Source: an optimization exercise on an open RTL-to-GDS flow (aim: small area, a short achievable clock period and few clock cycles). Production flows keep margins and buffers that such runs may drop.
RTL that was checked went through simulation tests only; none was proved equivalent to the original.
No functional check of the RTL was part of runs 1 to 5.
Power is estimated from default activity; no workload was simulated.

File: design/flow/flow/run.sh
#!/bin/bash
# Layout flow: the standard ORFS flow, with synthesis changed only in its
# technology mapping: no adder extraction (ADDER_MAP_FILE empty) and an
# area-oriented ABC script for the combinational logic, then ABC gate sizing. Registers, their
# names and cell types are as the standard synthesis makes them. The port
# buffers are buf_4 instead of the flow's pick. One tie cell drives all the
# constant outputs.
set -euo pipefail
HERE=$(pwd)
FLOW_DIR=$HERE/flow

# The read mux (from the address inputs to the read data register) is mapped
# on its own for depth first, as the address arrives late in the cycle; the
# rest of the logic is mapped for area.
cat > $HERE/own_synth.tcl <<'TCL'
proc abc {args} {
  set i [lsearch -exact $args -script]
  set stop ":-sky130_fd_sc_hd__dfxtp_1:-sky130_fd_sc_hd__edfxtp_1"
  yosys select -set rdmux i:adr %co*$stop c:rdat* %ci1 %ci*$stop %i {t:$_*} %i
  yosys tee -q -o $::env(OWN_FLOW_DIR)/../rdmux_cells.txt select -list @rdmux
  set fast $args
  lset fast [expr { $i + 1 }] $::env(OWN_FLOW_DIR)/abc_fast.script
  yosys abc {*}$fast @rdmux
  lset args [expr { $i + 1 }] $::env(OWN_FLOW_DIR)/abc_area.script
  yosys abc {*}$args
}
TCL
echo "source $HERE/synth_recipe.tcl" >> $HERE/own_synth.tcl
export OWN_FLOW_DIR=$FLOW_DIR

sed -e "s#SYNTH_SCRIPT=[^ ]*#SYNTH_SCRIPT=$HERE/own_synth.tcl ADDER_MAP_FILE= SKIP_REPAIR_TIE_FANOUT=1 SYNTH_INSBUF=0 BUFFER_PORTS_ARGS='-buffer_cell sky130_fd_sc_hd__buf_4'#" standard.sh > $HERE/own_standard.sh
grep -q "own_synth.tcl" $HERE/own_standard.sh

bash $HERE/own_standard.sh finish > $HERE/make_finish.log 2>&1
File: design/flow/flow/abc_area.script
strash
&get -n
&fraig -x
&put
scorr
dc2
balance -l
resub -K 6 -l
rewrite -l
resub -K 6 -N 2 -l
refactor -l
resub -K 8 -l
balance -l
resub -K 8 -N 2 -l
rewrite -l
resub -K 10 -l
rewrite -z -l
resub -K 10 -N 2 -l
balance -l
resub -K 12 -l
refactor -z -l
resub -K 12 -N 2 -l
rewrite -z -l
balance -l
strash
dch -f
amap
topo
stime -c
upsize -c
dnsize -c
File: design/flow/flow/abc_fast.script
strash
&get -n
&fraig -x
&put
scorr
dc2
strash
&get -n
&dch -f
&if -g -K 6
&synch2
&nf
&put
File: design/flow/standard.sh
#!/bin/bash
# synth_recipe.tcl (not shown) runs the flow's synth.tcl, then flattens the netlist and writes it again
# the make line also repeats each setting of config.mk as NAME=value (left out here)
make -C /OpenROAD-flow-scripts/flow DESIGN_CONFIG=/design/flow/config.mk WORK_HOME=/design/flow/orfs CLKGATE_MAP_FILE= SYNTH_SCRIPT=/design/flow/synth_recipe.tcl "${@:-finish}"
File: design/flow/config.mk
export PLATFORM = sky130hd
export DESIGN_NAME = g2048_top
export DESIGN_NICKNAME = g2048_top
export VERILOG_FILES = /design/flow/design.v
export SDC_FILE = /design/flow/constraint.sdc
export NUM_CORES = 8
export LEC_CHECK = 0
export CAP_MARGIN = 20
export CORE_MARGIN = 2
export CORE_UTILIZATION = 40
export CTS_BUF_LIST = sky130_fd_sc_hd__clkbuf_4 sky130_fd_sc_hd__clkbuf_8
export SLEW_MARGIN = 20
File: design/flow/constraint.sdc
create_clock -name core_clock -period 30.0 [get_ports {clk}]
set_input_delay 6.0000 -clock core_clock [delete_from_list [all_inputs] [get_ports {clk}]]
set_output_delay 6.0000 -clock core_clock [all_outputs]
set_load 0.01 [all_outputs]
File: design/flow/design.v
function automatic [3:0] board_index(input [1:0] dir, input integer k, input integer i);
	integer r;
	integer c;
	integer idx;
	begin
		case (dir)
			2'd0: begin
				r = k;
				c = i;
			end
			2'd1: begin
				r = k;
				c = 4 - 1 - i;
			end
			2'd2: begin
				r = i;
				c = k;
			end
			default: begin  
				r = 4 - 1 - i;
				c = k;
			end
		endcase
		idx = r * 4 + c;
		board_index = idx[3:0];
	end
endfunction
module line_merge (input [15:0] line_in, output logic [15:0] line_out, output logic changed);
	logic [3:0] a0,a1,a2,a3,p0,p1,p2,p3;
	logic z0,z1,z2,z3;
	logic e01,e12,e23,m0,m1,m2;
	logic [3:0] t0,t1,t2,t3;   
	logic w0,w1,w2;            
	function automatic [3:0] inc(input [3:0] x);
		inc = {x[3]^(x[2]&x[1]&x[0]), x[2]^(x[1]&x[0]), x[1]^x[0], ~x[0]};
	endfunction
	always_comb begin
		{a3,a2,a1,a0} = line_in;
		z0 = a0==0; z1 = a1==0; z2 = a2==0; z3 = a3==0;
		p0 = !z0 ? a0 : !z1 ? a1 : !z2 ? a2 : a3;
		case ({z0,z1})
			2'b00: p1 = a1;
			2'b01, 2'b10: p1 = !z2 ? a2 : a3;
			default: p1 = a3;  
		endcase
		if ({z0,z1} == 2'b11) p1 = (!z2) ? a3 : 4'd0;
		p2 = (!z0 && !z1 && !z2) ? a2 : ((z0 + z1 + z2) == 1 ? a3 : 4'd0);
		if ((z0 + z1 + z2) == 1 && z3) p2 = 0;
		p3 = (!z0 && !z1 && !z2) ? a3 : 4'd0;
		if (!(!z0 && !z1 && !z2 && !z3)) p3 = 0;
		e01 = p0 == p1 && p1 != 0;
		e12 = p1 == p2 && p2 != 0;
		e23 = p2 == p3 && p3 != 0;
		m0 = e01;
		m1 = !m0 && e12;
		m2 = !m1 && e23;
		if (m0) begin
			t0 = inc(p0); w0 = p0 == 15;
			t1 = m2 ? inc(p2) : p2; w1 = m2 && p2 == 15;
			t2 = m2 ? 4'd0 : p3; w2 = 0;
			t3 = 0;
		end else if (m1) begin
			t0 = p0; w0 = 0;
			t1 = inc(p1); w1 = p1 == 15;
			t2 = p3; w2 = 0;
			t3 = 0;
		end else begin
			t0 = p0; w0 = 0;
			t1 = p1; w1 = 0;
			t2 = m2 ? inc(p2) : p2; w2 = m2 && p2 == 15;
			t3 = m2 ? 4'd0 : p3;
		end
		line_out = {t3,t2,t1,t0};
		if (w0 && w1) line_out = {8'd0, t3, t2};
		else if (w0) line_out = {4'd0, t3, t2, t1};
		else if (w1) line_out = {4'd0, t3, t2, t0};
		else if (w2) line_out = {4'd0, t3, t1, t0};
		changed = (z0 && (!z1 || !z2 || !z3)) | (z1 && (!z2 || !z3)) | (z2 && !z3) | m0 | m1 | m2;
	end
endmodule
module g2048_top (
	input  logic        clk,
	input  logic        rst_n,
	input  logic        cyc,
	input  logic        stb,
	input  logic        we,
	input  logic [4:0]  adr,
	input  logic [31:0] dat_w,
	output logic [31:0] dat_r,
	output logic        ack
);
function automatic [3:0] board_index(input [1:0] dir, input integer k, input integer i);
	integer r;
	integer c;
	integer idx;
	begin
		case (dir)
			2'd0: begin
				r = k;
				c = i;
			end
			2'd1: begin
				r = k;
				c = 4 - 1 - i;
			end
			2'd2: begin
				r = i;
				c = k;
			end
			default: begin  
				r = 4 - 1 - i;
				c = k;
			end
		endcase
		idx = r * 4 + c;
		board_index = idx[3:0];
	end
endfunction
	logic [63:0] board;       
	logic [3:0]  lfsr;
	logic [3:0]  ph;          
	logic        pend;        
	logic [1:0]  dir;
	logic        chg;         
	logic [3:0]  rdat;
	logic        rst_q;       
	logic        wr_pend;     
	logic [3:0]  wr_adr;      
	logic        busy;
	logic        req;
	logic        wr_move;
	logic [15:0] wr_cell;     
	logic [3:0]  wr_dat;
	logic [15:0] line;        
	logic [15:0] merged;
	logic        changed;
	logic [63:0] shifted;
	logic [3:0]  lfsr_next;
	logic [15:0] put;
	logic [63:0] cur;         
	logic        win;
	logic        lose;
	logic [3:0]  rd_data;
	assign busy    = |ph;
	assign req     = cyc && stb && !ack && !busy && !rst_q;
	assign wr_move = req && we && (adr == 5'd16);
	always_comb begin
		for (int i = 0; i < 4; i++)
			line[4*i +: 4] = board[4*board_index(dir, 0, i) +: 4];
	end
	line_merge u_merge (
		.line_in  (line),
		.line_out (merged),
		.changed  (changed)
	);
	always_comb begin
		for (int r = 0; r < 4; r++)
			for (int c = 0; c < 4; c++)
				if (!dir[1]) begin
					if (r < 3)
						shifted[4*(4*r + c) +: 4] = board[4*(4*(r + 1) + c) +: 4];
					else if (dir[0])
						shifted[4*(4*r + c) +: 4] = merged[4*(3 - c) +: 4];
					else
						shifted[4*(4*r + c) +: 4] = merged[4*c +: 4];
				end else begin
					if (c < 3)
						shifted[4*(4*r + c) +: 4] = board[4*(4*r + c + 1) +: 4];
					else if (dir[0])
						shifted[4*(4*r + c) +: 4] = merged[4*(3 - r) +: 4];
					else
						shifted[4*(4*r + c) +: 4] = merged[4*r +: 4];
				end
	end
	assign lfsr_next = {lfsr[2:0], lfsr[3] ^ lfsr[2]};
	always_comb begin
		logic [15:0] empty;
		logic [15:0] upper;
		logic [3:0]  ru;          
		logic [3:0]  re;          
		logic [15:0] fu;          
		logic [15:0] fe;
		logic [3:0]  gu;          
		logic [3:0]  ge;
		for (int r = 0; r < 4; r++)
			for (int c = 0; c < 4; c++) begin
				empty[4*r + c] = (board[4*(4*r + c) +: 4] == 4'd0);
				upper[4*r + c] = empty[4*r + c]
				                 && (r > lfsr_next[3:2] || (r == lfsr_next[3:2] && c >= lfsr_next[1:0]));
			end
		for (int r = 0; r < 4; r++) begin
			ru[r] = |upper[4*r +: 4];
			re[r] = |empty[4*r +: 4];
			for (int c = 0; c < 4; c++) begin
				fu[4*r + c] = upper[4*r + c];
				fe[4*r + c] = empty[4*r + c];
				for (int k = 0; k < c; k++) begin
					if (upper[4*r + k]) fu[4*r + c] = 1'b0;
					if (empty[4*r + k]) fe[4*r + c] = 1'b0;
				end
			end
		end
		for (int r = 0; r < 4; r++) begin
			gu[r] = ru[r];
			ge[r] = re[r];
			for (int k = 0; k < r; k++) begin
				if (ru[k]) gu[r] = 1'b0;
				if (re[k]) ge[r] = 1'b0;
			end
		end
		for (int j = 0; j < 16; j++)
			put[j] = pend && chg && ((|ru) ? (gu[j/4] && fu[j]) : (ge[j/4] && fe[j]));
		cur = board;
		for (int j = 0; j < 16; j++)
			cur[4*j] = board[4*j] | put[j];
	end
	always_comb begin
		logic full;
		logic pair;
		win  = 1'b0;
		full = 1'b1;
		pair = 1'b0;
		for (int q = 0; q < 16; q++) begin
			if (cur[4*q +: 4] == 4'd0) full = 1'b0;
			if (cur[4*q +: 4] == 11) win = 1'b1;
		end
		for (int r = 0; r < 4; r++)
			for (int c = 0; c < 3; c++)
				if (cur[4*(4*r + c) +: 4] == cur[4*(4*r + c + 1) +: 4]) pair = 1'b1;
		for (int r = 0; r < 3; r++)
			for (int c = 0; c < 4; c++)
				if (cur[4*(4*r + c) +: 4] == cur[4*(4*r + c + 4) +: 4]) pair = 1'b1;
		lose = full && !pair;
	end
	always_comb begin
		logic [3:0] rowv [4];
		logic [3:0] cellv;
		logic [3:0] stv;
		for (int r = 0; r < 4; r++)
			rowv[r] = adr[1] ? (adr[0] ? cur[4*(4*r + 3) +: 4] : cur[4*(4*r + 2) +: 4])
			                 : (adr[0] ? cur[4*(4*r + 1) +: 4] : cur[4*(4*r) +: 4]);
		cellv   = adr[3] ? (adr[2] ? rowv[3] : rowv[2]) : (adr[2] ? rowv[1] : rowv[0]);
		stv     = (adr[3:0] == 5'd17 - 5'd16) ? {1'b0, lose, win, busy} : 4'd0;
		rd_data = adr[4] ? stv : cellv;
	end
	always_comb begin
		for (int j = 0; j < 16; j++)
			wr_cell[j] = rst_q || (wr_pend && (wr_adr == j));
		wr_dat = rst_q ? 4'd0 : dat_w[3:0];
	end
	always_ff @(posedge clk) begin
		for (int j = 0; j < 16; j++)
			if (wr_cell[j])
				board[4*j +: 4] <= wr_dat;
			else if (busy)
				board[4*j +: 4] <= shifted[4*j +: 4];
			else
				board[4*j +: 4] <= cur[4*j +: 4];
	end
	always_ff @(posedge clk) begin
		if (!rst_n)
			ack <= 1'b0;
		else
			ack <= req;
		rst_q   <= !rst_n;
		wr_pend <= rst_n && req && we && !adr[4];
		wr_adr  <= adr[3:0];
	end
	always_ff @(posedge clk) begin
		if (rst_q) begin
			ph   <= 4'd0;
			pend <= 1'b0;
			lfsr <= 4'b1001;
		end else begin
			ph   <= {ph[2:0], wr_move};
			pend <= ph[3];
			if (pend && chg)
				lfsr <= lfsr_next;
		end
	end
	always_ff @(posedge clk) begin
		if (!busy)
			dir <= dat_w[1:0];
		chg  <= busy && ((!ph[0] && chg) || changed);
		rdat <= rd_data;
	end
	assign dat_r = {28'd0, rdat};
endmodule
==> results of run 1 <==
cell families after synthesis:
kind of cell / share of synthesized area (%)
AO/OA/AOI/OAI: 36.66
buffers and inverters: 7.372
flip-flops: 29.36
multiplexers: 4.882
other: 0.04910
AND/OR/NAND/NOR: 21.67
cells in the mapped netlist (8+ instances only):
library cell,count,area [sq um]
nor2_1,122,457.9
clkinv_1,119,446.7
o22ai_1,93,581.8
o21ai_0,60,300.3
nand2_1,57,214.0
edfxtp_1,50,1501
nor4_1,50,312.8
o221ai_1,47,411.6
a221oi_1,39,341.6
dfxtp_1,37,740.7
nor3_1,24,120.1
o32ai_1,23,201.4
a21oi_1,22,110.1
nand3_1,19,95.09
a2111o_1,18,202.7
o21ai_1,17,85.08
inv_2,14,52.55
o22a_1,13,113.9
or3_1,13,81.33
mux4_2,12,270.3
or2_0,9,56.30
mux2i_1,8,80.08
nor2b_1,8,50.05
per-layer routing:
metal  vias to the layer above  share of wire (%)  wire length (um)  global-route usage, %
li1                       4005                  -                 -                      -
met1                      4249                 41             13410                  44.39
met2                       683                 43             14100                  48.05
met3                       127                 12              4076                  8.479
met4                         0                4.4              1450                  14.47
met5                         -                  0                 0                      0
cell type report:
type / count / share of cell area, %
multi-input combinational: 742 / 58.13
sequential: 87 / 26.94
inverter: 139 / 6.765
tap: 234 / 3.518
timing repair buffer: 25 / 2.255
clock buffer: 9 / 1.488
clock inverter: 7 / 0.9020
power groups by stage:
| stage | Sequential (W) | Clock (W) | Combinational [W] |
|---|---|---|---|
| after floorplan | 0.000137 | 0 | 0.0000567 |
| after global placement | 0.000141 | 0 | 0.0000807 |
| after detailed placement | 0.000141 | 0 | 0.0000807 |
| after CTS | 0.000138 | 0.0000889 | 0.0000811 |
| after global routing | 0.000139 | 0.0000930 | 0.0000900 |
| final | 0.000139 | 0.0000883 | 0.0000833 |
per-stage QoR:
step | area (sq um) | hold slack [ns]
CTS | 8323 | 0.4807
global route | 8323 | 0.4967
detailed placement | 8124 | 0.4661
finish | 8323 | 0.4784
floorplan | 7637 | 0.4120
global placement | 8124 | 0.4643
worst max-delay path, delay by kind of cell, from the launching register on:
family	cells	cell delay, ns
AO/OA/AOI/OAI	10	1.78
buffers and inverters	4	0.75
flip-flops	1	0.42
AND/OR/NAND/NOR	15	4.25
how the worst min path moves through the flow:
stage	depth (start not counted)	to	slack, ns	start
3_5_place_dp	1	ph[2]	0.47	ph[1]
5_1_grt	1	ph[2]	0.50	ph[1]
3_3_place_gp	1	ph[3]	0.46	ph[2]
4_1_cts	1	ph[2]	0.48	ph[1]
6_report	1	ph[2]	0.48	ph[1]
2_1_floorplan	2	ph[1]	0.41	ph[0]
registers in the layout, indices dropped and copies added (netlist names):
signal and cells:
rdat 4, wr_pend 1, pend 1, wr_adr 4, chg 1, board 64
lfsr 4, dir 2, rst_q 1, ack 1, ph 4
==> qor.yml, run 1 <==
start_util_pct: 40.83
gp_congestion: 0.9904
max_stage_delay_ns: 0.52
post_cts_resized: 0
grt_overflow_total: 0
skew_ns: 0.01136
nFillCells: 1897
intPower_w: 0.0001903
wire_per_inst_um: 26.58
rsz0062_at_grt: "false"
hold_class: "register to register"
final_common_cell: "nor2_1"
synthToLayoutAreaGrowth_pct: 8.978
fin_setup_tns_ns: 0
setup_violations: 0
h-tree-depth: 3
hold_viol: 0
layout-drive-gt1-share_pct: 9.217
seq_area_sq_um: 2242
worst_slack_ns: 22.72
crit_required_ns: 30.33
reg2reg_depth: 29
wirelength_mm: 33.04
antenna_found_initial: 0
die_h_um: 142.2
crit_fanout: 11
comb_power_share_pct: 26.8
synth-edff-count: 50
cts_sinks: 87
cp-endpoint: "rdat[2]"
core_area_sq_um: 18710
crit_start: "lfsr[2]"
first_iter_violations: 1745
clkSlewWorstSetupHoldPaths_ns: 0.10
grt_max_degree: 81
root_buffer: "clkbuf_8"
seqPwrFrac_pct: 44.7
cp.arrival_ns: 7.61
ir_worst_vdd_mv: 0.02136
end_kind: "register"
die_w_um: 142.2
clk_latency_ns: 0.40
holdBufCountCts: 0
critical-path-slowest-cell: "nor3_1"
status: "complete, no violations"
ys_ff_latch: 87
period_needed_ns: 7.280
clkPwrFrac_pct: 28.4
cts_tree: "done"
tightest_slew_ns: 1.082
grt_pass1_vias: 8214
clockBufferDepth: 2
final_util_pct: 44.50
finalCritPeriodShare_pct: 24.27
ant_nets: 0
cp_common_cell: "nor2_1"
hpwl_mm: 23.74
dieArea_sq_um: 20220
grt_util_all_layers_pct: 32.44
syn_area_sq_um: 7637
syn_area_per_cell_sq_um: 7.890
drv_cap: 0
netSwitchingFraction_pct: 38.68
path_class: "register to register"
cts_setup_buffers: 0
slew_viol_final: 0
max_slew_margin_pct: 27.17
p_switching_w: 0.0001201
cp-start-kind: "register"
fmax_ghz: 0.1374
mostFrequentLayoutCells: "122 x nor2_1, 119 x clkinv_1, 93 x o22ai_1"
p_leak_nw: 2.524
async_flop_share_pct: 0
syn-num-nets: 1010
yosys_warnings: 3
fin_cells: 1243
postSynthCellCount: 968
r2r_end: "rdat[2]"
yosysUniqueCellTypes: 66
pwr_density_cell_nw_per_um2: 37.29
dpl.cell_count: 1227
grt_first_pass_wirelength_mm: 49.56
synthFlopType: "edfxtp_1"
place_ws_ns: 22.50
io_buffer_count: 18
seq_area_frac_synth_pct: 29.36
vias_per_cell: 7.292
reg2reg_slack_ns: 22.72
rows: 50
vias: 9064
ios: 75
worstReg2RegStart: "lfsr[2]"
layout.nets: 1046
antenna_cells: 0
power_w: 0.0003104
drt_pass1_iterations: 8
drc: 0
cts_buffers: 9
multiInputGateArea_sq_um: 4838
==> run 2: changes to the inputs <==
--- a/design/flow/config.mk
+++ b/design/flow/config.mk
@@ -5,8 +5,8 @@
 export SDC_FILE = /design/flow/constraint.sdc
 export NUM_CORES = 8
 export LEC_CHECK = 0
-export CAP_MARGIN = 20
+export CAP_MARGIN = 60
 export CORE_MARGIN = 2
 export CORE_UTILIZATION = 40
 export CTS_BUF_LIST = sky130_fd_sc_hd__clkbuf_4 sky130_fd_sc_hd__clkbuf_8
-export SLEW_MARGIN = 20
+export SLEW_MARGIN = 60
==> qor.yml, run 2 <==
h-tree-depth: 3
yosys_warnings: 3
vias: 9110
min_to: "ph[2]"
drt_pass1_iterations: 8
post_cts_resized: 0
core_area_sq_um: 18710
yosys.area.top_type: "edfxtp_1"
fmax_ghz: 0.1397
ys_top_cells_by_count: "122 x nor2_1, 119 x clkinv_1, 93 x o22ai_1"
whs_path_depth: 1
ant_nets: 0
place_ws_ns: 22.50
period_needed_ns: 7.161
max_slew_margin_pct: 58.55
grt_pass1_vias: 8245
top_register: "board"
skew_ns: 0.01610
ir_worst_vdd_mv: 0.02212
worst_slack_ns: 22.84
grt_util_all_layers_pct: 32.32
crit_fanout: 22
worstReg2RegStart: "lfsr[2]"
start_util_pct: 40.83
finalCritPeriodShare_pct: 23.87
reg2reg_depth: 29
clkSlewWorstSetupHoldPaths_ns: 0.10
grt_max_degree: 81
fin_setup_tns_ns: 0
cts_tree: "done"
hold_viol: 0
wirelength_mm: 32.84
die_h_um: 142.2
setup_violations: 0
critical-path-slowest-cell: "mux4_2"
intPower_w: 0.0001981
ios: 75
holdBufCountCts: 0
vias_per_cell: 7.259
seqPwrFrac_pct: 43.9
hpwl_mm: 23.72
antenna_found_initial: 0
synth_area_leaders: "edfxtp_1 20%, dfxtp_1 9.7%, o22ai_1 7.6%"
clockBufferDepth: 2
synthMostInstantiatedCell: "nor2_1"
slew_viol_final: 0
drv_cap: 0
hold_class: "register to register"
grt_overflow_total: 0
path_class: "primary input to register"
drc: 0
largest_reg_flops: 64
io_buffer_count: 18
min-delay-start: "ph[1]"
cp.arrival_ns: 7.43
cts_buffers: 9
postSynthCellCount: 968
rsz0062_at_grt: "false"
clkPwrFrac_pct: 29.0
root_buffer: "clkbuf_8"
grt_first_pass_wirelength_mm: 49.65
power_w: 0.0003155
dieArea_sq_um: 20220
p_switching_w: 0.0001174
synthFlopType: "edfxtp_1"
end_kind: "register"
layout.nets: 1058
mostFrequentLayoutCells: "120 x nor2_1, 119 x clkinv_1, 93 x o22ai_1"
r2r_end: "rdat[2]"
rows: 50
max_stage_delay_ns: 0.58
tightest_slew_ns: 0.6195
layout-drive-gt1-share_pct: 11.26
p_leak_nw: 2.584
async_flop_share_pct: 0
reg2reg_slack_ns: 22.90
first_iter_violations: 1499
synth-edff-count: 50
final_common_cell: "nor2_1"
cts_setup_buffers: 0
ys_ff_latch: 87
syn-num-nets: 1010
holdWs_ns: 0.4795
fin_cells: 1255
crit_path_cell_trace: "buf_4 -> mux4_2 -> mux2i_1 -> a211oi_1"
cp-start-kind: "primary input"
syn_area_sq_um: 7637
gp_congestion: 0.9904
yosysUniqueCellTypes: 66
antenna_cells: 0
cts_sinks: 87
comb_power_share_pct: 27.1
seq_area_frac_synth_pct: 29.36
status: "complete, no violations"
synthToLayoutAreaGrowth_pct: 11.42
crit_required_ns: 30.27
pwr_density_cell_nw_per_um2: 37.07
dpl.cell_count: 1237
syn_area_per_cell_sq_um: 7.890
netSwitchingFraction_pct: 37.21
wire_per_inst_um: 26.17
synth_top_area_share_pct: 19.66
die_w_um: 142.2
clk_latency_ns: 0.41
crit_start: "adr[0]"
==> run 2: power by group through the flow <==
stage,registers [W],clock network (W),logic [W]
floorplan,0.000137,0,0.0000567
detailed placement,0.000141,0,0.0000825
CTS,0.000138,0.0000910,0.0000829
finish,0.000138,0.0000914,0.0000856
global placement,0.000141,0,0.0000807
global route,0.000139,0.0000947,0.0000925
==> run 2: cell families (layout without fill, tap and decap cells) <==
logic type,Yosys count,count (layout),share of synthesized area [%]
AO/OA/AOI/OAI,385,385,36.66
AND/OR/NAND/NOR,334,334,21.67
flip-flops,87,87,29.36
buffers and inverters,139,192,7.372
other,1,1,0.04910
multiplexers,22,22,4.882
==> run 2: how the worst max path moves through the flow <==
stage | endpoint | slack, ns | cells past startpoint
2_1_floorplan | rdat[2] | 23.02 | 4
3_3_place_gp | rdat[1] | 22.52 | 4
3_5_place_dp | rdat[1] | 22.50 | 4
4_1_cts | rdat[1] | 22.92 | 4
5_1_grt | rdat[2] | 22.47 | 29
6_report | rdat[3] | 22.84 | 4
==> run 2: metal layers <==
| layer | global-route usage (%) | up-vias | wire length (um) |
|---|---|---|---|
| met5 | 0 | - | 0 |
| met4 | 15.05 | 0 | 1608 |
| met3 | 8.748 | 130 | 4169 |
| met2 | 47.17 | 671 | 13740 |
| met1 | 44.38 | 4276 | 13320 |
| li1 | - | 4033 | - |
==> run 2: metrics by stage <==
stage	utilization, %	cell area (sq um)
after floorplan	-	7637
after global placement	43.43	8124
after detailed placement	44.09	8248
after CTS	45.18	8452
after global routing	45.49	8509
final	45.49	8509
==> run 2: worst max-delay path: cells and delay by family <==
| kind | cells | cell delay (ns) |
|---|---|---|
| compound gates | 1 | 0.14 |
| mux | 2 | 0.93 |
| buf+inv | 1 | 0.33 |
==> run 2: layout make-up <==
type / count / area (sq um)
Fill cell: 1912 / 10200
Multi-Input combinational cell: 742 / 4955
Sequential cell: 87 / 2242
Inverter: 139 / 563.0
Tap cell: 234 / 292.8
Timing Repair Buffer: 37 / 252.7
Clock buffer: 9 / 123.9
Clock inverter: 7 / 80.08
==> run 3: changes to the inputs <==
--- a/design/flow/design.v
+++ b/design/flow/design.v
@@ -125,7 +125,6 @@
 	logic [3:0]  rdat;
 	logic        rst_q;       
 	logic        wr_pend;     
-	logic [3:0]  wr_adr;      
 	logic        busy;
 	logic        req;
 	logic        wr_move;
@@ -245,7 +244,7 @@
 	end
 	always_comb begin
 		for (int j = 0; j < 16; j++)
-			wr_cell[j] = rst_q || (wr_pend && (wr_adr == j));
+			wr_cell[j] = rst_q || (wr_pend && (adr[3:0] == j));
 		wr_dat = rst_q ? 4'd0 : dat_w[3:0];
 	end
 	always_ff @(posedge clk) begin
@@ -264,7 +263,6 @@
 			ack <= req;
 		rst_q   <= !rst_n;
 		wr_pend <= rst_n && req && we && !adr[4];
-		wr_adr  <= adr[3:0];
 	end
 	always_ff @(posedge clk) begin
 		if (rst_q) begin
--- a/design/flow/config.mk
+++ b/design/flow/config.mk
@@ -5,8 +5,8 @@
 export SDC_FILE = /design/flow/constraint.sdc
 export NUM_CORES = 8
 export LEC_CHECK = 0
-export CAP_MARGIN = 60
+export CAP_MARGIN = 20
 export CORE_MARGIN = 2
 export CORE_UTILIZATION = 40
 export CTS_BUF_LIST = sky130_fd_sc_hd__clkbuf_4 sky130_fd_sc_hd__clkbuf_8
-export SLEW_MARGIN = 60
+export SLEW_MARGIN = 20
==> qor.yml, run 3 <==
status: "complete, no violations"
antenna_cells: 0
postSynthCellCount: 958
pwr_density_cell_nw_per_um2: 37.69
io_buffer_count: 18
async_flop_share_pct: 0
synth_area_leaders: "edfxtp_1 20%, dfxtp_1 8.7%, o22ai_1 8.5%"
antenna_found_initial: 0
ios: 75
post_cts_resized: 0
fin_setup_tns_ns: 0
place_ws_ns: 21.98
cts_setup_buffers: 0
ys_ff_latch: 83
rows: 50
first_iter_violations: 1496
start_util_pct: 40.58
period_needed_ns: 7.668
yosys_warnings: 3
finalCritPeriodShare_pct: 25.56
clkSlewWorstSetupHoldPaths_ns: 0.09
intPower_w: 0.0001991
yosys.area.top_type: "edfxtp_1"
holdBufCountCts: 0
clk_latency_ns: 0.39
die_h_um: 141.5
layout-drive-gt1-share_pct: 9.930
reg2reg_depth: 27
ant_nets: 0
drc: 0
die_w_um: 141.5
final_util_pct: 44.29
h-tree-depth: 3
cp-endpoint: "board[41]"
clkPwrFrac_pct: 29.7
fmax_ghz: 0.1304
layout.nets: 1034
multiInputGateArea_sq_um: 4888
syn_area_sq_um: 7565
hold_class: "register to register"
comb_power_share_pct: 27.8
seqPwrFrac_pct: 42.5
grt_pass1_vias: 8349
root_buffer: "clkbuf_8"
seq_area_sq_um: 2162
p_switching_w: 0.0001121
clockBufferDepth: 2
setup_violations: 0
hold_viol: 0
vias: 9059
synthMostInstantiatedCell: "nor2_1"
synth-edff-count: 50
mostFrequentLayoutCells: "133 x nor2_1, 113 x clkinv_1, 103 x o22ai_1"
grt_first_pass_wirelength_mm: 48.91
cts_buffers: 9
core_area_sq_um: 18640
max_slew_margin_pct: 31.09
cts_sinks: 83
cp.arrival_ns: 7.87
crit_start: "adr[0]"
worst_slack_ns: 22.33
cp-start-kind: "primary input"
grt_util_all_layers_pct: 32.11
vias_per_cell: 7.359
syn_area_per_cell_sq_um: 7.896
crit_fanout: 26
path_class: "primary input to register"
top_register: "board"
synthToLayoutAreaGrowth_pct: 9.147
final_common_cell: "nor2_1"
p_leak_nw: 2.496
synth_top_area_share_pct: 19.85
wire_per_inst_um: 26.54
ir_worst_vdd_mv: 0.02219
netSwitchingFraction_pct: 36.02
tightest_slew_ns: 1.024
hpwl_mm: 23.49
dieArea_sq_um: 20030
worstReg2RegStart: "lfsr[2]"
crit_required_ns: 30.20
r2r_end: "rdat[2]"
gp_congestion: 1.072
ys_top_cells_by_count: "133 x nor2_1, 111 x clkinv_1, 103 x o22ai_1"
largest_reg_flops: 64
crit_path_cell_trace: "buf_4 -> clkinv_1 -> nand3_1 -> or2_0 -> nand2_1 -> a2111o_1 -> o21ai_0"
drt_pass1_iterations: 7
cts_tree: "done"
reg2reg_slack_ns: 23.41
rsz0062_at_grt: "false"
seq_area_frac_synth_pct: 28.58
nFillCells: 1942
yosysUniqueCellTypes: 67
critical-path-slowest-cell: "nand3_1"
grt_overflow_total: 0
grt_max_degree: 75
skew_ns: 0.01072
max_stage_delay_ns: 0.41
slew_viol_final: 0
drv_cap: 0
end_kind: "register"
syn-num-nets: 1000
synthFlopType: "edfxtp_1"
wirelength_mm: 32.67
-- run 3: how the worst min path moves through the flow --
stage / depth (start not counted) / slack [ns] / to / startpoint
final: 1 / 0.48 / ph[2] / ph[1]
after global routing: 1 / 0.50 / pend / ph[3]
after CTS: 2 / 0.48 / ph[1] / ph[0]
after detailed placement: 2 / 0.46 / ph[1] / ph[0]
after global placement: 2 / 0.46 / ph[1] / ph[0]
after floorplan: 2 / 0.41 / ph[1] / ph[0]
-- run 3: layout make-up --
cell class	instances	share of cell area (%)
Multi-Input combinational cell	742	59.21
Sequential cell	83	26.19
Inverter	133	6.365
Tap cell	234	3.546
Timing Repair Buffer	23	2.091
Clock buffer	9	1.500
Clock inverter	7	1.106
-- run 3: power by group through the flow --
stage                     Combinational (W)  Sequential (W)  Clock [W]
after floorplan                   0.0000588        0.000132          0
after global placement            0.0000830        0.000134          0
after detailed placement          0.0000833        0.000134          0
after CTS                         0.0000837        0.000131  0.0000934
after global routing              0.0000929        0.000132  0.0000970
final                             0.0000864        0.000132  0.0000926
-- run 3: cells by family (layout without fill, tap and decap cells) --
kind of cell	Yosys count	in the layout	share of synthesized area, %
AO/OA/AOI/OAI	385	385	37.43
buffers and inverters	133	172	6.947
flip-flops	83	83	28.58
multiplexers	17	17	4.449
other	1	1	0.04957
AND/OR/NAND/NOR	339	339	22.54
-- run 3: stage by stage --
step                std cells  total power [W]  hold slack [ns]  area, sq um
global route             1231        0.0003222           0.5044         8257
detailed placement       1215        0.0002174           0.4641         8036
CTS                      1231        0.0003086           0.4767         8252
finish                   1231        0.0003112           0.4799         8257
global placement         1215        0.0002171           0.4582         8036
floorplan                 958        0.0001904           0.4120         7565
-- run 3: critical path: cells and delay by family --
| family | cells | cell delay (ns) |
|---|---|---|
| simple gates | 3 | 0.89 |
| buf+inv | 2 | 0.54 |
| compound gates | 2 | 0.44 |
-- run 3: per-layer routing --
layer | track usage, % | vias up | wire, um
li1 | - | 3974 | -
met1 | 43.50 | 4303 | 13020
met2 | 47.85 | 638 | 13930
met3 | 7.796 | 144 | 3886
met4 | 16.00 | 0 | 1834
met5 | 0 | - | 0
==> run 4: changes to the inputs <==
--- a/design/flow/design.v
+++ b/design/flow/design.v
@@ -125,6 +125,7 @@
 	logic [3:0]  rdat;
 	logic        rst_q;       
 	logic        wr_pend;     
+	logic [3:0]  wr_adr;      
 	logic        busy;
 	logic        req;
 	logic        wr_move;
@@ -244,7 +245,7 @@
 	end
 	always_comb begin
 		for (int j = 0; j < 16; j++)
-			wr_cell[j] = rst_q || (wr_pend && (adr[3:0] == j));
+			wr_cell[j] = rst_q || (wr_pend && (wr_adr == j));
 		wr_dat = rst_q ? 4'd0 : dat_w[3:0];
 	end
 	always_ff @(posedge clk) begin
@@ -263,6 +264,7 @@
 			ack <= req;
 		rst_q   <= !rst_n;
 		wr_pend <= rst_n && req && we && !adr[4];
+		wr_adr  <= adr[3:0];
 	end
 	always_ff @(posedge clk) begin
 		if (rst_q) begin
--- a/design/flow/flow/run.sh
+++ b/design/flow/flow/run.sh
@@ -28,7 +28,7 @@
 echo "source $HERE/synth_recipe.tcl" >> $HERE/own_synth.tcl
 export OWN_FLOW_DIR=$FLOW_DIR
 
-sed -e "s#SYNTH_SCRIPT=[^ ]*#SYNTH_SCRIPT=$HERE/own_synth.tcl ADDER_MAP_FILE= SKIP_REPAIR_TIE_FANOUT=1 SYNTH_INSBUF=0 BUFFER_PORTS_ARGS='-buffer_cell sky130_fd_sc_hd__buf_4'#" standard.sh > $HERE/own_standard.sh
+sed -e "s#SYNTH_SCRIPT=[^ ]*#SYNTH_SCRIPT=$HERE/own_synth.tcl ADDER_MAP_FILE= SETUP_SLACK_MARGIN=23.2 SKIP_REPAIR_TIE_FANOUT=1 SYNTH_INSBUF=0 BUFFER_PORTS_ARGS='-buffer_cell sky130_fd_sc_hd__buf_4'#" standard.sh > $HERE/own_standard.sh
 grep -q "own_synth.tcl" $HERE/own_standard.sh
 
 bash $HERE/own_standard.sh finish > $HERE/make_finish.log 2>&1
==> qor.yml, run 4 <==
synth_area_leaders: "edfxtp_1 20%, dfxtp_1 9.7%, o22ai_1 7.6%"
synth-edff-count: 50
ant_nets: 0
postSynthCellCount: 968
cts_tree: "done"
fin_setup_tns_ns: 0
holdBufCountCts: 0
grt_pass1_vias: 8541
dpl.cell_count: 1227
hpwl_mm: 23.60
setup_violations: 0
rows: 50
core_area_sq_um: 18710
clkSlewWorstSetupHoldPaths_ns: 0.10
yosys_warnings: 3
finalCritPeriodShare_pct: 22.82
wirelength_mm: 32.72
vias_per_cell: 7.347
placed_cell_area_sq_um: 8138
root_buffer: "clkbuf_8"
grt_overflow_total: 0
mostFrequentLayoutCells: "119 x nor2_1, 117 x clkinv_1, 93 x o22ai_1"
wire_per_inst_um: 26.15
syn_area_sq_um: 7637
die_w_um: 142.2
max_slew_margin_pct: 16.12
pwr_density_cell_nw_per_um2: 37.89
crit_required_ns: 24.00
yosysUniqueCellTypes: 66
grt_util_all_layers_pct: 32.00
synthToLayoutAreaGrowth_pct: 12.27
dieArea_sq_um: 20220
tightest_slew_ns: 1.247
p_leak_nw: 2.614
start_util_pct: 40.83
layout.nets: 1054
synthMostInstantiatedCell: "nor2_1"
status: "complete, no violations"
cp.arrival_ns: 0.85
drt_pass1_iterations: 6
first_iter_violations: 1536
grt_max_degree: 81
crit_family: "flip-flops"
io_buffer_count: 18
async_flop_share_pct: 0
nFillCells: 1911
die_h_um: 142.2
ys_top_cells_by_count: "122 x nor2_1, 119 x clkinv_1, 93 x o22ai_1"
syn-num-nets: 1010
ys_ff_latch: 87
critical-path-slowest-cell: "dfxtp_2"
power_w: 0.0003249
multiInputGateArea_sq_um: 4921
period_needed_ns: 6.845
drc: 0
seq_area_frac_synth_pct: 29.36
max_stage_delay_ns: 0.34
syn_area_per_cell_sq_um: 7.890
path_class: "register to output port"
largest_reg_flops: 64
drv_cap: 0
vias: 9191
seq_area_sq_um: 2248
end_kind: "output port"
synthFlopType: "edfxtp_1"
gp_congestion: 1.015
slew_viol_final: 0
antenna_cells: 0
hold_viol: 0
fin_cells: 1251
rsz0062_at_grt: "true"
antenna_found_initial: 0
clockBufferDepth: 2
grt_first_pass_wirelength_mm: 49.70
design_area_sq_um: 8574
hold_class: "register to register"
ios: 75
final_common_cell: "nor2_1"
ir_worst_vdd_mv: 0.02408
yosys.area.top_type: "edfxtp_1"
crit_fanout: 2
cts_sinks: 87
fmax_ghz: 0.1461
top_register: "board"
layout-drive-gt1-share_pct: 12.19
crit_path_cell_trace: "buf_6"
synth_top_area_share_pct: 19.66
h-tree-depth: 3
skew_ns: 0.01645
cp-start-kind: "register"
clk_latency_ns: 0.40
cts_buffers: 9
cp_num_buf_inv: 1
run 4: cell families (layout without fill, tap and decap cells):
family / count (synthesis) / in the layout / share of synthesized area [%]
AND/OR/NAND/NOR: 334 / 334 / 21.67
multiplexers: 22 / 22 / 4.882
AO/OA/AOI/OAI: 385 / 385 / 36.66
buffers and inverters: 139 / 188 / 7.372
other: 1 / 1 / 0.04910
flip-flops: 87 / 87 / 29.36
run 4: area by class of cell:
cell class                      instances  area share [%]
Tap cell                              234           3.415
Inverter                              139           6.654
Sequential cell                        87           26.22
Multi-Input combinational cell        742           57.39
Timing Repair Buffer                   33           3.677
Clock buffer                            9           1.445
Clock inverter                          7           1.197
run 4: per-stage QoR:
stage	utilization [%]	hold slack, ns	setup slack (ns)
2_1_floorplan	-	0.4120	23.05
3_3_place_gp	43.51	0.4590	22.52
3_5_place_dp	43.51	0.4697	22.54
4_1_cts	45.04	0.4786	23.15
5_1_grt	45.84	0.4975	23.14
6_report	45.84	0.4756	23.15
run 4: power breakdown:
group | internal, W | switching [W]
logic | 0.0000296 | 0.0000568
clock network | 0.0000483 | 0.0000516
registers | 0.000129 | 0.00000927
total | 0.000207 | 0.000118
run 4: worst reg2reg max path: cells and delay by family (launching register included):
family | cells | cell delay (ns)
AOI/OAI and AO/OA | 9 | 1.29
buffers and inverters | 4 | 0.85
DFF | 1 | 0.60
and+or+nand+nor | 16 | 3.68
run 4: per-layer routing:
metal	global-route usage, %	wire (um)
met1	43.18	13150
met2	47.19	13620
met5	0	37
met4	15.53	1744
met3	8.816	4165
run 4: worst paths after layout:
| check | from | to | slack, ns | cells past startpoint |
|---|---|---|---|---|
| max reg2reg | board[6] | rdat[2] | 23.50 | 29 |
| min reg2reg | ph[2] | ph[3] | 0.48 | 1 |
| max | ack | ack | 23.15 | 1 |
| min | ph[2] | ph[3] | 0.48 | 1 |
run 4: what timing repair did:
action / in CTS / in global routing
gates resized for setup: 18 / 20
setup endpoints to repair: 24 / 37
gates cloned: 0 / 1
pin swaps: 0 / 1
buffers inserted: 0 / 7
==> run 5: changes to the inputs <==
--- a/design/flow/design.v
+++ b/design/flow/design.v
@@ -125,7 +125,6 @@
 	logic [3:0]  rdat;
 	logic        rst_q;       
 	logic        wr_pend;     
-	logic [3:0]  wr_adr;      
 	logic        busy;
 	logic        req;
 	logic        wr_move;
@@ -134,7 +133,9 @@
 	logic [15:0] line;        
 	logic [15:0] merged;
 	logic        changed;
-	logic [63:0] shifted;
+	logic [15:0] wrev;        
+	logic        sel_row;     
+	logic        sel_col;     
 	logic [3:0]  lfsr_next;
 	logic [15:0] put;
 	logic [63:0] cur;         
@@ -154,23 +155,8 @@
 		.changed  (changed)
 	);
 	always_comb begin
-		for (int r = 0; r < 4; r++)
-			for (int c = 0; c < 4; c++)
-				if (!dir[1]) begin
-					if (r < 3)
-						shifted[4*(4*r + c) +: 4] = board[4*(4*(r + 1) + c) +: 4];
-					else if (dir[0])
-						shifted[4*(4*r + c) +: 4] = merged[4*(3 - c) +: 4];
-					else
-						shifted[4*(4*r + c) +: 4] = merged[4*c +: 4];
-				end else begin
-					if (c < 3)
-						shifted[4*(4*r + c) +: 4] = board[4*(4*r + c + 1) +: 4];
-					else if (dir[0])
-						shifted[4*(4*r + c) +: 4] = merged[4*(3 - r) +: 4];
-					else
-						shifted[4*(4*r + c) +: 4] = merged[4*r +: 4];
-				end
+		for (int k = 0; k < 4; k++)
+			wrev[4*k +: 4] = dir[0] ? merged[4*(3 - k) +: 4] : merged[4*k +: 4];
 	end
 	assign lfsr_next = {lfsr[2:0], lfsr[3] ^ lfsr[2]};
 	always_comb begin
@@ -245,17 +231,19 @@
 	end
 	always_comb begin
 		for (int j = 0; j < 16; j++)
-			wr_cell[j] = rst_q || (wr_pend && (wr_adr == j));
+			wr_cell[j] = rst_q || (wr_pend && (adr[3:0] == j));
 		wr_dat = rst_q ? 4'd0 : dat_w[3:0];
 	end
-	always_ff @(posedge clk) begin
-		for (int j = 0; j < 16; j++)
-			if (wr_cell[j])
-				board[4*j +: 4] <= wr_dat;
-			else if (busy)
-				board[4*j +: 4] <= shifted[4*j +: 4];
-			else
-				board[4*j +: 4] <= cur[4*j +: 4];
+	assign sel_row = busy && !dir[1] && !rst_q;
+	assign sel_col = busy && dir[1] && !rst_q;
+	always_ff @(posedge clk) begin
+		for (int r = 0; r < 4; r++)
+			for (int c = 0; c < 4; c++)
+				board[4*(4*r + c) +: 4] <=
+					({4{!busy && !wr_cell[4*r + c]}} & cur[4*(4*r + c) +: 4])
+					| ({4{wr_cell[4*r + c]}} & wr_dat)
+					| ({4{sel_row}} & ((r < 3) ? board[4*(4*(r + 1) + c) +: 4] : wrev[4*c +: 4]))
+					| ({4{sel_col}} & ((c < 3) ? board[4*(4*r + c + 1) +: 4] : wrev[4*r +: 4]));
 	end
 	always_ff @(posedge clk) begin
 		if (!rst_n)
@@ -264,7 +252,6 @@
 			ack <= req;
 		rst_q   <= !rst_n;
 		wr_pend <= rst_n && req && we && !adr[4];
-		wr_adr  <= adr[3:0];
 	end
 	always_ff @(posedge clk) begin
 		if (rst_q) begin
--- a/design/flow/flow/run.sh
+++ b/design/flow/flow/run.sh
@@ -28,7 +28,7 @@
 echo "source $HERE/synth_recipe.tcl" >> $HERE/own_synth.tcl
 export OWN_FLOW_DIR=$FLOW_DIR
 
-sed -e "s#SYNTH_SCRIPT=[^ ]*#SYNTH_SCRIPT=$HERE/own_synth.tcl ADDER_MAP_FILE= SETUP_SLACK_MARGIN=23.2 SKIP_REPAIR_TIE_FANOUT=1 SYNTH_INSBUF=0 BUFFER_PORTS_ARGS='-buffer_cell sky130_fd_sc_hd__buf_4'#" standard.sh > $HERE/own_standard.sh
+sed -e "s#SYNTH_SCRIPT=[^ ]*#SYNTH_SCRIPT=$HERE/own_synth.tcl ADDER_MAP_FILE= SKIP_REPAIR_TIE_FANOUT=1 SYNTH_INSBUF=0 BUFFER_PORTS_ARGS='-buffer_cell sky130_fd_sc_hd__buf_4'#" standard.sh > $HERE/own_standard.sh
 grep -q "own_synth.tcl" $HERE/own_standard.sh
 
 bash $HERE/own_standard.sh finish > $HERE/make_finish.log 2>&1
==> qor.yml, run 5 <==
synthMostInstantiatedCell: "clkinv_1"
wire_per_inst_um: 26.03
die_h_um: 138.0
hold_class: "register to register"
slew_viol_final: 0
nFillCells: 1838
yosys.area_share.simple_pct: 24.83
mostFrequentLayoutCells: "133 x clkinv_1, 127 x o22ai_1, 104 x nor2_1"
antenna_found_initial: 0
vias_per_cell: 7.408
syn_area_per_cell_sq_um: 7.181
setup_violations: 0
crit_required_ns: 30.24
hold_viol: 0
synth_xor_area_share_pct: 0
cts_tree: "done"
grt_max_degree: 46
muxShareOfSynthArea_pct: 4.687
ys_ff_latch: 83
seq_area_frac_synth_pct: 23.42
antenna_cells: 0
finalCritPeriodShare_pct: 24.75
clockBufferDepth: 2
seq_area_sq_um: 1682
synth_area_leaders: "dfxtp_1 23%, o22ai_1 11%, clkinv_1 7.0%"
end_kind: "register"
hpwl_mm: 23.94
wirelength_mm: 32.96
first_iter_violations: 1644
io_buffer_count: 18
grt_first_pass_wirelength_mm: 50.12
root_buffer: "clkbuf_8"
path_class: "primary input to register"
yosys.area.top_type: "dfxtp_1"
die_w_um: 138.0
cts_sinks: 83
largest_reg_flops: 64
cp-start-kind: "primary input"
synth_top_family_by_area: "compound AO/OA/AOI/OAI gates"
ant_nets: 0
synthToLayoutAreaGrowth_pct: 10.30
p_leak_nw: 2.467
period_needed_ns: 7.426
gp_congestion: 1.043
drc: 0
wl_met1_mm: 13.38
fmax_ghz: 0.1347
dr.max_layer_used: "met4"
max_slew_margin_pct: 32.28
async_flop_share_pct: 0
synthAdderAreaFrac_pct: 0
multiInputGateArea_sq_um: 4897
syn-num-nets: 1042
cts_buffers: 9
vias: 9379
cp.arrival_ns: 7.67
layout-drive-gt1-share_pct: 9.126
holdBufCountCts: 0
status: "complete, no violations"
synthFlopType: "dfxtp_1"
drv_cap: 0
yosysUniqueCellTypes: 74
met3_length_mm: 4.166
postSynthCellCount: 1000
h-tree-depth: 3
dieArea_sq_um: 19040
syn_area_sq_um: 7181
power_w: 0.0002803
synth_compound_area_share_pct: 38.49
grt_pass1_vias: 8420
core_area_sq_um: 17420
fin_setup_tns_ns: 0
drt_pass1_iterations: 9
grt_overflow_total: 0
rsz0062_at_grt: "false"
clk_latency_ns: 0.40
pwr_density_cell_nw_per_um2: 35.40
layout.nets: 1078
skew_ns: 0.01625
final_common_cell: "clkinv_1"
grt_util_all_layers_pct: 34.88
rows: 48
yosys_warnings: 3
cts_setup_buffers: 0
post_cts_resized: 0
ir_worst_vdd_mv: 0.02845
top_register: "board"
route.met2.wl_mm: 13.21
tightest_slew_ns: 1.016
ios: 75
ys_top_cells_by_count: "133 x clkinv_1, 127 x o22ai_1, 106 x nor2_1"
synth-edff-count: 2
clkSlewWorstSetupHoldPaths_ns: 0.09
crit_fanout: 14
start_util_pct: 41.23
synth_top_area_share_pct: 22.58
## run 5: changes by cell type in the layout (fill, tap and decap cells not counted), sizes merged, moves of 18 or more
cell	delta
a31oi	+29
dfxtp	+44
edfxtp	-48
nand3	+33
o2111ai	+23
o21ai	-27
o221ai	-18
o22ai	+34
o32ai	-21
## run 5: path summary, 6_finish.rpt
check                           cells after the start  startpoint   endpoint  slack, ns
worst max-delay path                                9      adr[2]  board[12]      22.57
worst min-delay path                                2       ph[0]      ph[1]       0.46
worst max register to register                     23    board[6]    rdat[1]      23.39
worst min register to register                      2       ph[0]      ph[1]       0.46
## run 5: metrics by stage
| stage | setup WS (ns) | instances | area (sq um) | hold WS [ns] | utilization [%] |
|---|---|---|---|---|---|
| 5_1_grt | 22.45 | 1266 | 7920 | 0.4727 | 45.47 |
| 3_5_place_dp | 22.24 | 1250 | 7660 | 0.4419 | 43.98 |
| 4_1_cts | 22.65 | 1266 | 7920 | 0.4563 | 45.47 |
| 2_1_floorplan | 22.80 | 1000 | 7181 | 0.4175 | - |
| 6_report | 22.57 | 1266 | 7920 | 0.4602 | 45.47 |
| 3_3_place_gp | 22.19 | 1250 | 7660 | 0.4383 | 43.98 |
## run 5: cells by family (layout without fill, tap and decap cells)
logic type	after synthesis	count (layout)
buffers and inverters	153	194
muxes	17	17
and+or+nand+nor	351	351
DFF	83	83
other	1	1
AOI/OAI and AO/OA	395	395
## run 5: cell type report
| type | count | share of cell area, % |
|---|---|---|
| well taps | 225 | 3.555 |
| flip-flops and latches | 83 | 21.23 |
| inverters | 153 | 7.725 |
| multi-input cells | 764 | 61.83 |
| clock buffers | 12 | 2.085 |
| repair buffers | 25 | 2.370 |
| clock inverters | 4 | 1.201 |
## run 5: routing by layer
metal  vias up  track usage, %
met5         -               0
met4         0           20.86
met3       177           7.237
met2       766           48.76
met1      4367           48.90
li1       4069               -
## run 5: power by group
part	switching (W)	internal [W]	total, W
logic	0.0000412	0.0000192	0.0000604
clock network	0.0000461	0.0000620	0.000108
registers	0.000000771	0.000111	0.000112
## run 5: critical path, cell delays in order
cell and delay (ns):
buf_4 0.17, nor2_1 0.31, clkinv_1 0.25, nor2_1 0.23
clkinv_1 0.19, nand2_1 0.14, nor2_1 0.06, a21oi_1 0.15
o221ai_1 0.15
==> run 6: changes to the inputs <==
--- a/design/flow/design.v
+++ b/design/flow/design.v
@@ -125,6 +125,7 @@
 	logic [3:0]  rdat;
 	logic        rst_q;       
 	logic        wr_pend;     
+	logic [3:0]  wr_adr;      
 	logic        busy;
 	logic        req;
 	logic        wr_move;
@@ -231,7 +232,7 @@
 	end
 	always_comb begin
 		for (int j = 0; j < 16; j++)
-			wr_cell[j] = rst_q || (wr_pend && (adr[3:0] == j));
+			wr_cell[j] = rst_q || (wr_pend && (wr_adr == j));
 		wr_dat = rst_q ? 4'd0 : dat_w[3:0];
 	end
 	assign sel_row = busy && !dir[1] && !rst_q;
@@ -252,6 +253,7 @@
 			ack <= req;
 		rst_q   <= !rst_n;
 		wr_pend <= rst_n && req && we && !adr[4];
+		wr_adr  <= adr[3:0];
 	end
 	always_ff @(posedge clk) begin
 		if (rst_q) begin
==> qor.yml, run 6 <==
cts_tree: "done"
dieArea_sq_um: 19440
vias: 9285
layout.nets: 1076
synth-edff-count: 2
ir_worst_vdd_mv: 0.02003
pwr_density_cell_nw_per_um2: 32.88
top_register: "board"
cts_buffers: 9
slew_viol_final: 0
ys_top_cells_by_count: "125 x clkinv_1, 115 x o22ai_1, 109 x nor2_1"
synth_top_area_share_pct: 23.20
postSynthCellCount: 997
grtUsageMet3_pct: 8.121
async_flop_share_pct: 0
clk_latency_ns: 0.41
tightest_slew_ns: 1.032
layout-drive-gt1-share_pct: 10.11
synth_compound_area_share_pct: 37.94
ant_nets: 0
drt_pass1_iterations: 9
hold_class: "register to register"
antenna_cells: 0
ios: 75
mostFrequentLayoutCells: "125 x clkinv_1, 115 x o22ai_1, 107 x nor2_1"
h-tree-depth: 3
crit_path_cell_trace: "buf_4 -> mux4_2 -> a211oi_1 -> a32oi_1"
grt.busiest_layer: "met2"
muxShareOfSynthArea_pct: 5.084
yosys_warnings: 3
rsz0062_at_grt: "false"
period_needed_ns: 7.276
cts_sinks: 87
die_w_um: 139.4
rows: 49
clkSlewWorstSetupHoldPaths_ns: 0.10
use_met2_pct: 50.39
max_stage_delay_ns: 0.59
syn_area_sq_um: 7335
holdBufCountCts: 0
core_area_sq_um: 17960
grt_overflow_total: 0
power_w: 0.0002637
vias_per_cell: 7.323
use_met1_pct: 48.01
status: "complete, no violations"
syn-num-nets: 1039
hold_viol: 0
yosys.area.top_type: "dfxtp_1"
synth_area_leaders: "dfxtp_1 23%, o22ai_1 9.8%, clkinv_1 6.4%"
die_h_um: 139.4
hpwl_mm: 24.54
antenna_found_initial: 0
io_buffer_count: 18
synth_top_family_by_area: "compound AO/OA/AOI/OAI gates"
synthAdderAreaFrac_pct: 0
seq_area_sq_um: 1762
multiInputGateArea_sq_um: 5007
yosysUniqueCellTypes: 74
final_common_cell: "clkinv_1"
synthToLayoutAreaGrowth_pct: 9.348
clockBufferDepth: 2
path_class: "primary input to register"
first_iter_violations: 1459
cts_setup_buffers: 0
crit_required_ns: 30.25
grt_first_pass_wirelength_mm: 51.64
ys_ff_latch: 87
fmax_ghz: 0.1374
yosys.area_share.simple_pct: 25.06
synth_xor_area_share_pct: 0
grt_max_degree: 47
cp-start-kind: "primary input"
gp_congestion: 0.9941
drc: 0
synthMostInstantiatedCell: "clkinv_1"
finalCritPeriodShare_pct: 24.25
max_slew_margin_pct: 30.55
syn_area_per_cell_sq_um: 7.357
design_area_sq_um: 8020
skew_ns: 0.01428
crit_fanout: 22
seq_area_frac_synth_pct: 24.02
nFillCells: 1919
root_buffer: "clkbuf_8"
setup_violations: 0
end_kind: "register"
post_cts_resized: 0
p_leak_nw: 2.410
wire_per_inst_um: 26.79
grt_pass1_vias: 8370
synthFlopType: "dfxtp_1"
cp.arrival_ns: 7.53
placed_cell_area_sq_um: 7826
critical-path-slowest-cell: "mux4_2"
drv_cap: 0
largest_reg_flops: 64
wirelength_mm: 33.97
start_util_pct: 40.83
grt_util_all_layers_pct: 34.23
fin_setup_tns_ns: 0
## run 6: cell types whose count changed after synthesis, moves of 6 or more
cell,previous run,this run
clkinv_1,133,125
mux2i_1,1,8
o21ai_0,50,44
nand3_1,53,72
a21oi_1,30,18
o22ai_1,127,115
or2_0,13,5
## run 6: through the flow
step                      util [%]  instances  hold WS, ns  setup WS, ns
after floorplan                  -        997       0.4145         23.00
after global placement       43.57       1252       0.4533         22.38
after detailed placement     43.57       1252       0.4579         22.39
after CTS                    44.65       1268       0.4749         22.81
after global routing         44.65       1268       0.4884         22.72
final                        44.65       1268       0.4721         22.72
## run 6: per-layer routing
layer,routed length (um),up-vias
li1,-,4087
met1,13900,4342
met2,14150,723
met3,4248,133
met4,1677,0
met5,0,-
## run 6: logic make-up after synthesis
group                  count (synthesis)
multiplexers                          22
AND/OR/NAND/NOR                      361
other                                  1
buffers and inverters                142
AO/OA/AOI/OAI                        384
flip-flops                            87
## run 6: area by class of cell
cell class,count,area share (%)
clock inverters,7,0.8736
multi-input cells,768,62.43
inverters,142,7.176
flip-flops and latches,87,21.97
repair buffers,26,2.434
well taps,229,3.573
clock buffers,9,1.544
## run 6: report_power, final
part	internal [W]	total, W	switching (W)	leakage, nW
registers	0.000117	0.000118	0.000000779	0.709
logic	0.0000187	0.0000584	0.0000397	1.60
clock network	0.0000329	0.0000877	0.0000549	0.0977
## run 6: path summary, 6_finish.rpt
check / startpoint / endpoint / slack [ns] / cells after the start
setup / recovery: adr[0] / rdat[0] / 22.72 / 4
hold / removal: ph[2] / ph[3] / 0.47 / 1
setup reg to reg: lfsr[2] / rdat[2] / 23.26 / 27
hold reg to reg: ph[2] / ph[3] / 0.47 / 1
## run 6: worst max-delay path: cells and delay by family
kind            cells  cell delay, ns
compound gates      2            0.58
mux                 1            0.59
buf+inv             1            0.34
Testbench counts of run 6, summed over its fixed seeds: cycles 70,728.
==> run 7: changes to the inputs <==
--- a/design/flow/flow/run.sh
+++ b/design/flow/flow/run.sh
@@ -20,7 +20,7 @@
   yosys tee -q -o $::env(OWN_FLOW_DIR)/../rdmux_cells.txt select -list @rdmux
   set fast $args
   lset fast [expr { $i + 1 }] $::env(OWN_FLOW_DIR)/abc_fast.script
-  yosys abc {*}$fast @rdmux
+  yosys abc {*}$fast -dont_use sky130_fd_sc_hd__mux4_1 -dont_use sky130_fd_sc_hd__mux4_2 -dont_use sky130_fd_sc_hd__mux4_4 @rdmux
   lset args [expr { $i + 1 }] $::env(OWN_FLOW_DIR)/abc_area.script
   yosys abc {*}$args
 }
==> design/flow/flow/abc_area.script (replaced) <==
strash
&get -n
&fraig -x
&put
scorr
dc2
balance
rewrite
refactor
balance
rewrite
rewrite -z
balance
refactor -z
rewrite -z
balance
strash
dch -f
amap
topo
stime -c
upsize -c
dnsize -c
==> design/flow/flow/abc_fast.script (replaced) <==
strash
&get -n
&fraig -x
&put
scorr
dc2
strash
&get -n
&dch -f
&if -g -K 6
&synch2
&nf
&put
topo
stime -c
buffer -c
upsize -c
dnsize -c
==> qor.yml, run 7 <==
holdBufCountCts: 0
skew_ns: 0.01537
place_ws_ns: 22.50
rows: 49
grt_pass1_vias: 8568
syn_area_per_cell_sq_um: 7.172
layout.nets: 1107
drt_pass1_iterations: 9
mostFrequentLayoutCells: "121 x o22ai_1, 116 x clkinv_1, 115 x nor2_1"
status: "complete, no violations"
hold_viol: 0
synth_compound_area_share_pct: 37.16
synth-edff-count: 2
rsz0062_at_grt: "false"
nFillCells: 1857
ys_top_cells_by_count: "121 x o22ai_1, 118 x nor2_1, 116 x clkinv_1"
p_leak_nw: 2.567
clkSlewWorstSetupHoldPaths_ns: 0.11
post_cts_resized: 0
clk_latency_ns: 0.40
h-tree-depth: 3
tightest_slew_ns: 1.188
muxShareOfSynthArea_pct: 5.613
ir_worst_vdd_mv: 0.02474
synthMostInstantiatedCell: "o22ai_1"
fin_setup_tns_ns: 0
cts_setup_buffers: 0
r2r_end: "rdat[2]"
cp.arrival_ns: 7.38
grt_overflow_total: 0
whs_path_depth: 1
final_common_cell: "o22ai_1"
seq_area_frac_synth_pct: 23.66
yosys_warnings: 3
cts_sinks: 87
grt_max_degree: 47
synthAdderAreaFrac_pct: 0
reg2reg_slack_ns: 23.40
hold_class: "register to register"
root_buffer: "clkbuf_8"
min-delay-start: "ph[3]"
synthFlopType: "dfxtp_1"
max_slew_margin_pct: 20.09
reg2reg_depth: 22
crit_fanout: 23
power_w: 0.0002676
grt_util_all_layers_pct: 34.62
dieArea_sq_um: 19720
path_class: "primary input to register"
setup_violations: 0
period_needed_ns: 7.072
yosysUniqueCellTypes: 75
async_flop_share_pct: 0
min_to: "pend"
antenna_found_initial: 0
drv_cap: 0
synthToLayoutAreaGrowth_pct: 8.235
yosys.area_share.simple_pct: 24.81
layout-drive-gt1-share_pct: 8.598
largest_reg_flops: 64
critical-path-slowest-cell: "nor2_1"
postSynthCellCount: 1038
clockBufferDepth: 2
die_h_um: 140.4
ios: 75
fmax_ghz: 0.1414
syn_area_sq_um: 7445
ant_nets: 0
worst_slack_ns: 22.93
wirelength_mm: 34.88
gp_congestion: 1.013
start_util_pct: 41.16
finalCritPeriodShare_pct: 23.57
dpl.cell_count: 1283
cts_tree: "done"
top_register: "board"
vias: 9463
synth_area_leaders: "dfxtp_1 23%, o22ai_1 10%, nor2_1 5.9%"
max_stage_delay_ns: 0.49
io_buffer_count: 18
crit_required_ns: 30.31
cp-start-kind: "primary input"
wire_per_inst_um: 26.85
holdWs_ns: 0.4759
syn-num-nets: 1080
synth_top_family_by_area: "compound AO/OA/AOI/OAI gates"
first_iter_violations: 1581
cts_buffers: 9
grt_first_pass_wirelength_mm: 52.99
fin_cells: 1299
end_kind: "register"
antenna_cells: 0
core_area_sq_um: 18090
worstReg2RegStart: "lfsr[3]"
synth_xor_area_share_pct: 0
die_w_um: 140.4
synth_top_area_share_pct: 22.86
drc: 0
hpwl_mm: 25.25
yosys.area.top_type: "dfxtp_1"
vias_per_cell: 7.285
slew_viol_final: 0
pwr_density_cell_nw_per_um2: 33.21
ys_ff_latch: 87
crit_path_cell_trace: "buf_4 -> nor2_1 -> inv_1 -> or3_1 -> nor3_1"
==> run 7: cell count changes after synthesis, sizes merged, moves of 8 or more <==
| cell | delta |
|---|---|
| a21oi | +9 |
| mux2i | +30 |
| clkinv | -8 |
| o21ai | -8 |
| inv | +11 |
| mux4 | -12 |
| buf | +8 |
| nand3 | -11 |
| nand2 | +12 |
==> run 7: kinds of logic (layout without fill, tap and decap cells) <==
family,Yosys count,count (layout)
AOI/OAI and AO/OA,385,385
and+or+nand+nor,371,371
buffers and inverters,153,185
DFF,87,87
muxes,41,41
other,1,1
==> run 7: worst max-delay path by stage <==
stage,slack (ns),cells past startpoint,from,end
finish,22.93,5,adr[2],ph[0]
global route,22.44,22,lfsr[3],rdat[2]
CTS,22.91,5,adr[2],ph[0]
detailed placement,22.50,5,adr[2],ph[0]
global placement,22.48,5,adr[2],ph[0]
floorplan,23.01,5,adr[0],rdat[2]
==> run 7: routing by layer <==
metal  wire length (um)  GRT usage, %
met5                  0             0
met4               1555         14.04
met3               4515         10.43
met2              14600         50.98
met1              14210         47.21
==> run 7: power breakdown <==
part           internal (W)   total, W  switching, W
Combinational     0.0000182  0.0000565     0.0000383
Sequential         0.000117   0.000118    0.00000171
Clock             0.0000408  0.0000926     0.0000518
==> run 7: cell type report <==
class	instances	area (sq um)	area share (%)
repair buffers	25	187.7	2.329
clock inverters	6	75.07	0.9317
clock buffers	10	131.4	1.630
flip-flops and latches	87	1762	21.86
inverters	144	568.0	7.050
well taps	229	286.5	3.556
multi-input cells	798	5047	62.64
==> run 7: metrics by stage <==
step | area (sq um) | utilization [%]
5_1_grt | 8058 | 44.55
3_3_place_gp | 7851 | 43.41
2_1_floorplan | 7445 | -
6_report | 8058 | 44.55
3_5_place_dp | 7851 | 43.41
4_1_cts | 8058 | 44.55
==> run 7: critical path, delay by kind of cell <==
| kind | cells | cell delay (ns) |
|---|---|---|
| AND/OR/NAND/NOR | 3 | 1.08 |
| buffers and inverters | 2 | 0.30 |

-- separate check: timing with driven ports --
No port has a modelled driver above. Below, the same layouts with a new extraction and two added sets of constraints. Step 1, drivers: a clkbuf_16 drives clk and a buf_2 each remaining input, both assumed. Step 2, shift: input delay + t, output delay - t, t = (earliest + latest rising clock arrival at the registers) / 2. This alone moves slack from input paths to output paths. Slacks: ideal ports / drivers / drivers and shift; pairs: ideal ports / drivers.
run	t, ns	setup slack, ns	hold slack, ns	clock arrival spread, ns	worst slew at a driven data input, ns
run 1	0.443	22.720 / 22.720 / 22.458	0.478 / 0.478 / 0.478	0.011 / 0.011	0.04
run 2	0.445	22.839 / 22.854 / 22.410	0.479 / 0.479 / 0.479	0.016 / 0.017	0.04
run 3	0.420	22.332 / 22.347 / 21.927	0.480 / 0.480 / 0.480	0.011 / 0.011	0.03
run 4	0.435	23.155 / 23.114 / 22.706	0.476 / 0.476 / 0.476	0.016 / 0.017	0.16
run 5	0.440	22.574 / 22.594 / 22.154	0.460 / 0.460 / 0.460	0.017 / 0.016	0.04
run 6	0.450	22.724 / 22.745 / 22.296	0.472 / 0.472 / 0.472	0.014 / 0.015	0.03
run 7	0.432	22.928 / 22.948 / 22.516	0.476 / 0.476 / 0.476	0.015 / 0.016	0.04
After both steps setup and hold are still met in every run listed. For run 4, which loses most, drivers alone change the setup slack by -0.041 ns; drivers and shift together by -0.449 ns.
